Background: an optimization exercise with open tools, aiming at small area, a short achievable clock period and few clock cycles. Do not read the settings as production practice.
At most, simulation tests tie the RTL to the original design; equivalence was not proved.
Power figures rest on the tool's default switching activity, not on a simulated workload.

== the reference run ==
## ex_unit_top
module ex_unit_top (
    input  logic  clk,
    input  logic  rst,
    input  logic  req,
    input  rv_isa_pkg::word_t inst,
    input  rv_isa_pkg::word_t rs1_data,
    input  rv_isa_pkg::word_t rs2_data,
    input  rv_isa_pkg::word_t frs1_data,
    input  rv_isa_pkg::word_t frs2_data,
    output logic  ack,
    output logic  illegal,
    output rv_isa_pkg::word_t result
);
==> module int_alu, before the edit <==
module int_alu (
    input  rv_isa_pkg::word_t inst,
    input  rv_isa_pkg::word_t rs1_data,
    input  rv_isa_pkg::word_t rs2_data,
    input  logic              fp_mode,
    input  logic [23:0]       fp_norm_in,
    input  logic [4:0]        fp_lz,
    output rv_isa_pkg::word_t alu_result,
    output logic [23:0]       fp_norm_out
);
    logic [2:0]  funct3;
    logic        is_op, is_lui, is_sll, left;
    logic [31:0] a, b, imm, p, g, p_rs, p_im, rev_a, rev_fp, sr_in, rev_out, shv;
    logic [31:0] s16, s8, s4, s2, s1;
    logic [32:0] sum;
    logic        neg, fill, lt, ltu;
    logic [4:0]  shamt;
    assign funct3 = inst[14:12];
    assign is_op  = inst[5];
    assign is_lui = inst[2];
    assign is_sll = (funct3 == 3'b001);
    assign a = rs1_data;
    assign imm = {{20{inst[31]}}, inst[31:20]};
    assign b   = is_op ? rs2_data : imm;
    assign neg  = (is_op & inst[30]) | (funct3[2:1] == 2'b01);
    assign p_rs = a ^ rs2_data;
    assign p_im = a ^ imm;
    assign p    = (is_op ? p_rs : p_im) ^ {32{neg}};
    assign g    = is_op ? (a & (rs2_data ^ {32{neg}})) : (a & (imm ^ {32{neg}}));
    int_prefix_add u_add (
        .p0  (p),
        .g0  (g),
        .cin (neg),
        .s   (sum)
    );
    assign ltu = ~sum[32];
    assign lt  = (a[31] ^ b[31]) ? a[31] : sum[31];
    always_comb begin
        for (int i = 0; i < 32; i++) rev_a[i] = a[31-i];
        for (int i = 0; i < 32; i++) rev_fp[i] = (i < 24) ? fp_norm_in[23-i] : 1'b0;
    end
    assign left  = fp_mode | is_sll;
    assign sr_in = fp_mode ? rev_fp : is_sll ? rev_a : a;
    assign shamt = fp_mode ? fp_lz : b[4:0];
    assign fill  = ~fp_mode & inst[30] & a[31] & funct3[2];
    assign s16 = shamt[4] ? {{16{fill}}, sr_in[31:16]} : sr_in;
    assign s8  = shamt[3] ? {{8{fill}}, s16[31:8]} : s16;
    assign s4  = shamt[2] ? {{4{fill}}, s8[31:4]} : s8;
    assign s2  = shamt[1] ? {{2{fill}}, s4[31:2]} : s4;
    assign s1  = shamt[0] ? {fill, s2[31:1]} : s2;
    always_comb begin
        for (int i = 0; i < 32; i++) rev_out[i] = s1[31-i];
    end
    assign shv         = left ? rev_out : s1;
    assign fp_norm_out = rev_out[31:8];
    always_comb begin
        if (is_lui) begin
            alu_result = {inst[31:12], 12'd0};
        end else begin
            case (funct3)
                3'b000:  alu_result = sum[31:0];
                3'b001:  alu_result = shv;
                3'b010:  alu_result = {31'd0, lt};
                3'b011:  alu_result = {31'd0, ltu};
                3'b100:  alu_result = p;
                3'b101:  alu_result = shv;
                3'b110:  alu_result = p | g;
                default: alu_result = g;
            endcase
        end
    end
endmodule
export LEC_CHECK = 0
export ABC_AREA = 1
export CAP_MARGIN = 20
export CORE_MARGIN = 2
export CORE_UTILIZATION = 50
export SETUP_SLACK_MARGIN = 3.0
export SLEW_MARGIN = 20
create_clock -name core_clock -period 11.0 [get_ports {clk}]
standard.sh (not shown) runs the stock make flow with config.mk's settings and CLKGATE_MAP_FILE= SYNTH_SCRIPT=/design/flow/synth_recipe.tcl, a recipe that flattens the netlist after the stock synthesis.
==> flow/flow/run.sh <==
#!/bin/bash
set -o pipefail
cp standard.sh standard_sh.txt
export BUFFER_PORTS_ARGS="-buffer_cell sky130_fd_sc_hd__buf_1"
bash standard.sh > standard.log 2>&1
Testbench counts of the reference run, summed over its fixed seeds: cycles 27,666.
For the trial run, these inputs were changed with respect to the reference run:
--- a/flow/design.v
+++ b/flow/design.v
@@ -106,11 +106,11 @@
     logic        neg, fill, lt, ltu;
     logic [4:0]  shamt;
     assign funct3 = inst[14:12];
     assign is_op  = inst[5];
     assign is_lui = inst[2];
-    assign is_sll = (funct3 == 3'b001);
+    assign is_sll = ~funct3[2];
     assign a = rs1_data;
     assign imm = {{20{inst[31]}}, inst[31:20]};
     assign b   = is_op ? rs2_data : imm;
     assign neg  = (is_op & inst[30]) | (funct3[2:1] == 2'b01);
     assign p_rs = a ^ rs2_data;
==> results.txt <==
The lower area of the mapped netlist of the reference run and the trial run is in the trial run. Compared with the reference run, the trial run shows portion of netlist area occupied by mux cells higher by 0.16 points. Per the comparison of the trial run with the reference run, register fraction of the total cell area held, power went down 0.85%. Routed wire in the trial run totals less than in the reference run. Looking at critical path depth, the trial run sits below the reference run. For power attributed to combinational cells, the reference run and the trial run come out practically identical.
Testbench counts of the trial run, summed over its fixed seeds: cycles 27,666.

---

Another version of the RTL of ex_unit_top (not shown whole).
Size in the first run: roughly 2600 cells after synthesis, roughly 200 I/O pins, roughly 14000 sq um of cells after synthesis.
==> module int_alu, before the edit <==
module int_alu (
    input  rv_isa_pkg::word_t inst,
    input  rv_isa_pkg::word_t rs1_data,
    input  rv_isa_pkg::word_t rs2_data,
    input  logic              fp_mode,
    input  logic [23:0]       fp_norm_in,
    input  logic [4:0]        fp_lz,
    output rv_isa_pkg::word_t alu_result,
    output logic [23:0]       fp_norm_out
);
    logic [2:0]  funct3;
    logic        is_op, is_lui, is_sll, left;
    logic [31:0] a, b, bx, p, g, rev_a, rev_fp, sr_in, rev_out, shv;
    logic [31:0] s16, s8, s4, s2, s1;
    logic [32:0] sum;
    logic        neg, fill, lt, ltu;
    logic [4:0]  shamt;
    assign funct3 = inst[14:12];
    assign is_op  = inst[5];
    assign is_lui = inst[2];
    assign is_sll = (funct3 == 3'b001);
    assign a = rs1_data;
    assign b = is_op ? rs2_data : {{20{inst[31]}}, inst[31:20]};
    assign neg = ((funct3 == 3'b000) & is_op & inst[30]) | (funct3[2:1] == 2'b01);
    assign bx  = b ^ {32{neg}};
    assign p   = a ^ bx;
    assign g   = a & bx;
    assign sum = {1'b0, a} + {1'b0, bx} + {32'd0, neg};
    assign ltu = ~sum[32];
    assign lt  = (a[31] ^ b[31]) ? a[31] : sum[31];
    always_comb begin
        for (int i = 0; i < 32; i++) rev_a[i] = a[31-i];
        for (int i = 0; i < 32; i++) rev_fp[i] = (i < 24) ? fp_norm_in[23-i] : 1'b0;
    end
    assign left  = fp_mode | is_sll;
    assign sr_in = fp_mode ? rev_fp : is_sll ? rev_a : a;
    assign shamt = fp_mode ? fp_lz : b[4:0];
    assign fill  = ~fp_mode & inst[30] & a[31] & funct3[2];
    assign s16 = shamt[4] ? {{16{fill}}, sr_in[31:16]} : sr_in;
    assign s8  = shamt[3] ? {{8{fill}}, s16[31:8]} : s16;
    assign s4  = shamt[2] ? {{4{fill}}, s8[31:4]} : s8;
    assign s2  = shamt[1] ? {{2{fill}}, s4[31:2]} : s4;
    assign s1  = shamt[0] ? {fill, s2[31:1]} : s2;
    always_comb begin
        for (int i = 0; i < 32; i++) rev_out[i] = s1[31-i];
    end
    assign shv         = left ? rev_out : s1;
    assign fp_norm_out = rev_out[31:8];
    always_comb begin
        if (is_lui) begin
            alu_result = {inst[31:12], 12'd0};
        end else begin
            case (funct3)
                3'b000:  alu_result = sum[31:0];
                3'b001:  alu_result = shv;
                3'b010:  alu_result = {31'd0, lt};
                3'b011:  alu_result = {31'd0, ltu};
                3'b100:  alu_result = p;
                3'b101:  alu_result = shv;
                3'b110:  alu_result = p | g;
                default: alu_result = g;
            endcase
        end
    end
endmodule
clock: 11.0 ns
lec_check: 0
abc_area: 1
cap_margin: 20
core_margin: 2
core_utilization: 50
setup_slack_margin: 3.0
slew_margin: 20
Scripts as last shown in full above: flow/flow/run.sh
Testbench counts at the start, summed over its fixed seeds: cycles 27,666.
Then changed:
--- a/flow/design.v
+++ b/flow/design.v
@@ -100,7 +100,7 @@
 );
     logic [2:0]  funct3;
     logic        is_op, is_lui, is_sll, left;
-    logic [31:0] a, b, bx, p, g, rev_a, rev_fp, sr_in, rev_out, shv;
+    logic [31:0] a, b, imm, p, g, p_rs, p_im, rev_a, rev_fp, sr_in, rev_out, shv;
     logic [31:0] s16, s8, s4, s2, s1;
     logic [32:0] sum;
     logic        neg, fill, lt, ltu;
@@ -110,12 +110,19 @@
     assign is_lui = inst[2];
     assign is_sll = (funct3 == 3'b001);
     assign a = rs1_data;
-    assign b = is_op ? rs2_data : {{20{inst[31]}}, inst[31:20]};
-    assign neg = ((funct3 == 3'b000) & is_op & inst[30]) | (funct3[2:1] == 2'b01);
-    assign bx  = b ^ {32{neg}};
-    assign p   = a ^ bx;
-    assign g   = a & bx;
-    assign sum = {1'b0, a} + {1'b0, bx} + {32'd0, neg};
+    assign imm = {{20{inst[31]}}, inst[31:20]};
+    assign b   = is_op ? rs2_data : imm;
+    assign neg  = ((funct3 == 3'b000) & is_op & inst[30]) | (funct3[2:1] == 2'b01);
+    assign p_rs = a ^ rs2_data;
+    assign p_im = a ^ imm;
+    assign p    = (is_op ? p_rs : p_im) ^ {32{neg}};
+    assign g    = is_op ? (a & (rs2_data ^ {32{neg}})) : (a & (imm ^ {32{neg}}));
+    int_prefix_add u_add (
+        .p0  (p),
+        .g0  (g),
+        .cin (neg),
+        .s   (sum)
+    );
     assign ltu = ~sum[32];
     assign lt  = (a[31] ^ b[31]) ? a[31] : sum[31];
     always_comb begin
@@ -153,6 +160,28 @@
         end
     end
 endmodule
+module int_prefix_add (
+    input  logic [31:0] p0,
+    input  logic [31:0] g0,
+    input  logic        cin,
+    output logic [32:0] s
+);
+    logic [31:0] p, g;
+    always_comb begin
+        p = p0;
+        g = g0;
+        g[0] = g0[0] | (p0[0] & cin);
+        for (int l = 0; l < 5; l++) begin
+            for (int j = 0; j < 32; j++) begin
+                if (j & (1 << l)) begin
+                    g[j] = g[j] | (p[j] & g[((j >> l) << l) - 1]);
+                    p[j] = p[j] & p[((j >> l) << l) - 1];
+                end
+            end
+        end
+    end
+    assign s = {g[31], p0 ^ {g[30:0], cin}};
+endmodule
 `default_nettype wire
 `default_nettype none
 module fp_adder (
=>
- The changed run finished clean
- maximum frequency rises by 3.9%
- combinational power falls by about 4%
- count of clock-buffer cells in the layout is unchanged
- total power falls by 2.1%
- worst hold slack barely changes
- non-clock buffer count falls by 12
- wire length falls by 4.2%
- die area falls by 1.4%
- design area falls by 3.4%
- synthesized area falls by 1.4%
- clock power rises by 19%
The RTL of the second run of this note was laid out without a check of its function.

---

== v6 ==
ex_unit_top with an RTL version that a note above also has.
Size in the first run: roughly 2600 cells after synthesis, ~14000 µm² of cells after synthesis.
## ex_unit_top
module ex_unit_top (
    input  logic  clk,
    input  logic  rst,
    input  logic  req,
    input  rv_isa_pkg::word_t inst,
    input  rv_isa_pkg::word_t rs1_data,
    input  rv_isa_pkg::word_t rs2_data,
    input  rv_isa_pkg::word_t frs1_data,
    input  rv_isa_pkg::word_t frs2_data,
    output logic  ack,
    output logic  illegal,
    output rv_isa_pkg::word_t result
);
==> module int_alu, before the edit <==
module int_alu (
    input  rv_isa_pkg::word_t inst,
    input  rv_isa_pkg::word_t rs1_data,
    input  rv_isa_pkg::word_t rs2_data,
    input  logic              fp_mode,
    input  logic [23:0]       fp_norm_in,
    input  logic [4:0]        fp_lz,
    output rv_isa_pkg::word_t alu_result,
    output logic [23:0]       fp_norm_out
);
    logic [2:0]  funct3;
    logic        is_op, is_lui, is_sll, left;
    logic [31:0] a, b, imm, p, g, p_rs, p_im, rev_a, rev_fp, sr_in, rev_out, shv;
    logic [31:0] s16, s8, s4, s2, s1;
    logic [32:0] sum;
    logic        neg, fill, lt, ltu;
    logic [4:0]  shamt;
    assign funct3 = inst[14:12];
    assign is_op  = inst[5];
    assign is_lui = inst[2];
    assign is_sll = (funct3 == 3'b001);
    assign a = rs1_data;
    assign imm = {{20{inst[31]}}, inst[31:20]};
    assign b   = is_op ? rs2_data : imm;
    assign neg  = ((funct3 == 3'b000) & is_op & inst[30]) | (funct3[2:1] == 2'b01);
    assign p_rs = a ^ rs2_data;
    assign p_im = a ^ imm;
    assign p    = (is_op ? p_rs : p_im) ^ {32{neg}};
    assign g    = is_op ? (a & (rs2_data ^ {32{neg}})) : (a & (imm ^ {32{neg}}));
    int_prefix_add u_add (
        .p0  (p),
        .g0  (g),
        .cin (neg),
        .s   (sum)
    );
    assign ltu = ~sum[32];
    assign lt  = (a[31] ^ b[31]) ? a[31] : sum[31];
    always_comb begin
        for (int i = 0; i < 32; i++) rev_a[i] = a[31-i];
        for (int i = 0; i < 32; i++) rev_fp[i] = (i < 24) ? fp_norm_in[23-i] : 1'b0;
    end
    assign left  = fp_mode | is_sll;
    assign sr_in = fp_mode ? rev_fp : is_sll ? rev_a : a;
    assign shamt = fp_mode ? fp_lz : b[4:0];
    assign fill  = ~fp_mode & inst[30] & a[31] & funct3[2];
    assign s16 = shamt[4] ? {{16{fill}}, sr_in[31:16]} : sr_in;
    assign s8  = shamt[3] ? {{8{fill}}, s16[31:8]} : s16;
    assign s4  = shamt[2] ? {{4{fill}}, s8[31:4]} : s8;
    assign s2  = shamt[1] ? {{2{fill}}, s4[31:2]} : s4;
    assign s1  = shamt[0] ? {fill, s2[31:1]} : s2;
    always_comb begin
        for (int i = 0; i < 32; i++) rev_out[i] = s1[31-i];
    end
    assign shv         = left ? rev_out : s1;
    assign fp_norm_out = rev_out[31:8];
    always_comb begin
        if (is_lui) begin
            alu_result = {inst[31:12], 12'd0};
        end else begin
            case (funct3)
                3'b000:  alu_result = sum[31:0];
                3'b001:  alu_result = shv;
                3'b010:  alu_result = {31'd0, lt};
                3'b011:  alu_result = {31'd0, ltu};
                3'b100:  alu_result = p;
                3'b101:  alu_result = shv;
                3'b110:  alu_result = p | g;
                default: alu_result = g;
            endcase
        end
    end
endmodule
==> module int_prefix_add, before the edit <==
module int_prefix_add (
    input  logic [31:0] p0,
    input  logic [31:0] g0,
    input  logic        cin,
    output logic [32:0] s
);
    logic [31:0] p, g;
    always_comb begin
        p = p0;
        g = g0;
        g[0] = g0[0] | (p0[0] & cin);
        for (int l = 0; l < 5; l++) begin
            for (int j = 0; j < 32; j++) begin
                if (j & (1 << l)) begin
                    g[j] = g[j] | (p[j] & g[((j >> l) << l) - 1]);
                    p[j] = p[j] & p[((j >> l) << l) - 1];
                end
            end
        end
    end
    assign s = {g[31], p0 ^ {g[30:0], cin}};
endmodule
Settings: LEC_CHECK=0, ABC_AREA=1, CAP_MARGIN=20, CORE_MARGIN=2, CORE_UTILIZATION=50, SETUP_SLACK_MARGIN=2.5, SLEW_MARGIN=20; clock period 11.0 ns.
Scripts as last shown in full above: flow/flow/run.sh
--- input diff v6..v7 ---
--- a/flow/design.v
+++ b/flow/design.v
@@ -101,5 +101,5 @@
     logic [2:0]  funct3;
     logic        is_op, is_lui, is_sll, left;
-    logic [31:0] a, b, imm, p, g, p_rs, p_im, rev_a, rev_fp, sr_in, rev_out, shv;
+    logic [31:0] a, b, bx, p, g, rev_a, rev_fp, sr_in, rev_out, shv;
     logic [31:0] s16, s8, s4, s2, s1;
     logic [32:0] sum;
@@ -111,17 +111,10 @@
     assign is_sll = (funct3 == 3'b001);
     assign a = rs1_data;
-    assign imm = {{20{inst[31]}}, inst[31:20]};
-    assign b   = is_op ? rs2_data : imm;
-    assign neg  = ((funct3 == 3'b000) & is_op & inst[30]) | (funct3[2:1] == 2'b01);
-    assign p_rs = a ^ rs2_data;
-    assign p_im = a ^ imm;
-    assign p    = (is_op ? p_rs : p_im) ^ {32{neg}};
-    assign g    = is_op ? (a & (rs2_data ^ {32{neg}})) : (a & (imm ^ {32{neg}}));
-    int_prefix_add u_add (
-        .p0  (p),
-        .g0  (g),
-        .cin (neg),
-        .s   (sum)
-    );
+    assign b = is_op ? rs2_data : {{20{inst[31]}}, inst[31:20]};
+    assign neg = ((funct3 == 3'b000) & is_op & inst[30]) | (funct3[2:1] == 2'b01);
+    assign bx  = b ^ {32{neg}};
+    assign p   = a ^ bx;
+    assign g   = a & bx;
+    assign sum = {1'b0, a} + {1'b0, bx} + {32'd0, neg};
     assign ltu = ~sum[32];
     assign lt  = (a[31] ^ b[31]) ? a[31] : sum[31];
@@ -161,26 +154,4 @@
     end
 endmodule
-module int_prefix_add (
-    input  logic [31:0] p0,
-    input  logic [31:0] g0,
-    input  logic        cin,
-    output logic [32:0] s
-);
-    logic [31:0] p, g;
-    always_comb begin
-        p = p0;
-        g = g0;
-        g[0] = g0[0] | (p0[0] & cin);
-        for (int l = 0; l < 5; l++) begin
-            for (int j = 0; j < 32; j++) begin
-                if (j & (1 << l)) begin
-                    g[j] = g[j] | (p[j] & g[((j >> l) << l) - 1]);
-                    p[j] = p[j] & p[((j >> l) << l) - 1];
-                end
-            end
-        end
-    end
-    assign s = {g[31], p0 ^ {g[30:0], cin}};
-endmodule
 `default_nettype wire
 `default_nettype none
### Flow results
- v7 gives more transition time at the pin with the least slew margin than v6 did.
- Clock network fraction of total power: v7 lower than v6
- Re number of buffer and inverter instances along the worst setup path: v6 and v7 aren't equal, and the higher value belongs to v6.
- v7 vs v6, setup slack after layout went down by 0.077 ns.
- In the floorplan summary, v7 is listed with a die area greater than that of v6.
- Cmp v6 and v7 / via density per instance / higher: v7
- Per the comparison of v7 with v6, maximum frequency saw a decrease; internal power component saw a decrease.
Testbench counts of v7, summed over its fixed seeds: cycles 27,666.
The RTL of v6 was laid out without a check of its function.

[static timing again, ports no longer ideal]
How much do the figures lean on ideal ports? The routed layouts below were timed once more, with nothing changed but the port constraints. Step 1 sets driving cells, clkbuf_16 on the clock port and buf_2 on the other inputs (assumed; they add their load-dependent delay and slew). Step 2 also shifts input and output timing later by t, the mid clock arrival at the registers, as if the neighbouring blocks saw the same clock. Three values: no drivers, after step 1, after step 2; two values: the first two.
| run | t (ns) | slack for setup (ns) | worst setup path after step 2 |
|---|---|---|---|
| the reference run | 0.327 | 3.135 / 3.109 / 3.106 | input to register |
| the trial run | 0.324 | 3.130 / 3.045 / 3.045 | input to output |
| the first run of note 2 | 0.317 | 2.832 / 2.655 / 2.655 | input to output |
| the second run of note 2 | 0.321 | 3.138 / 3.110 / 3.110 | input to output |
| v6 | 0.321 | 2.706 / 2.625 / 2.625 | input to output |
| v7 | 0.314 | 2.629 / 2.586 / 2.586 | input to output |
After both steps every run listed still meets setup and hold. For the first run of note 2, which loses most, drivers alone change the setup slack by -0.177 ns; drivers and shift together by -0.177 ns.
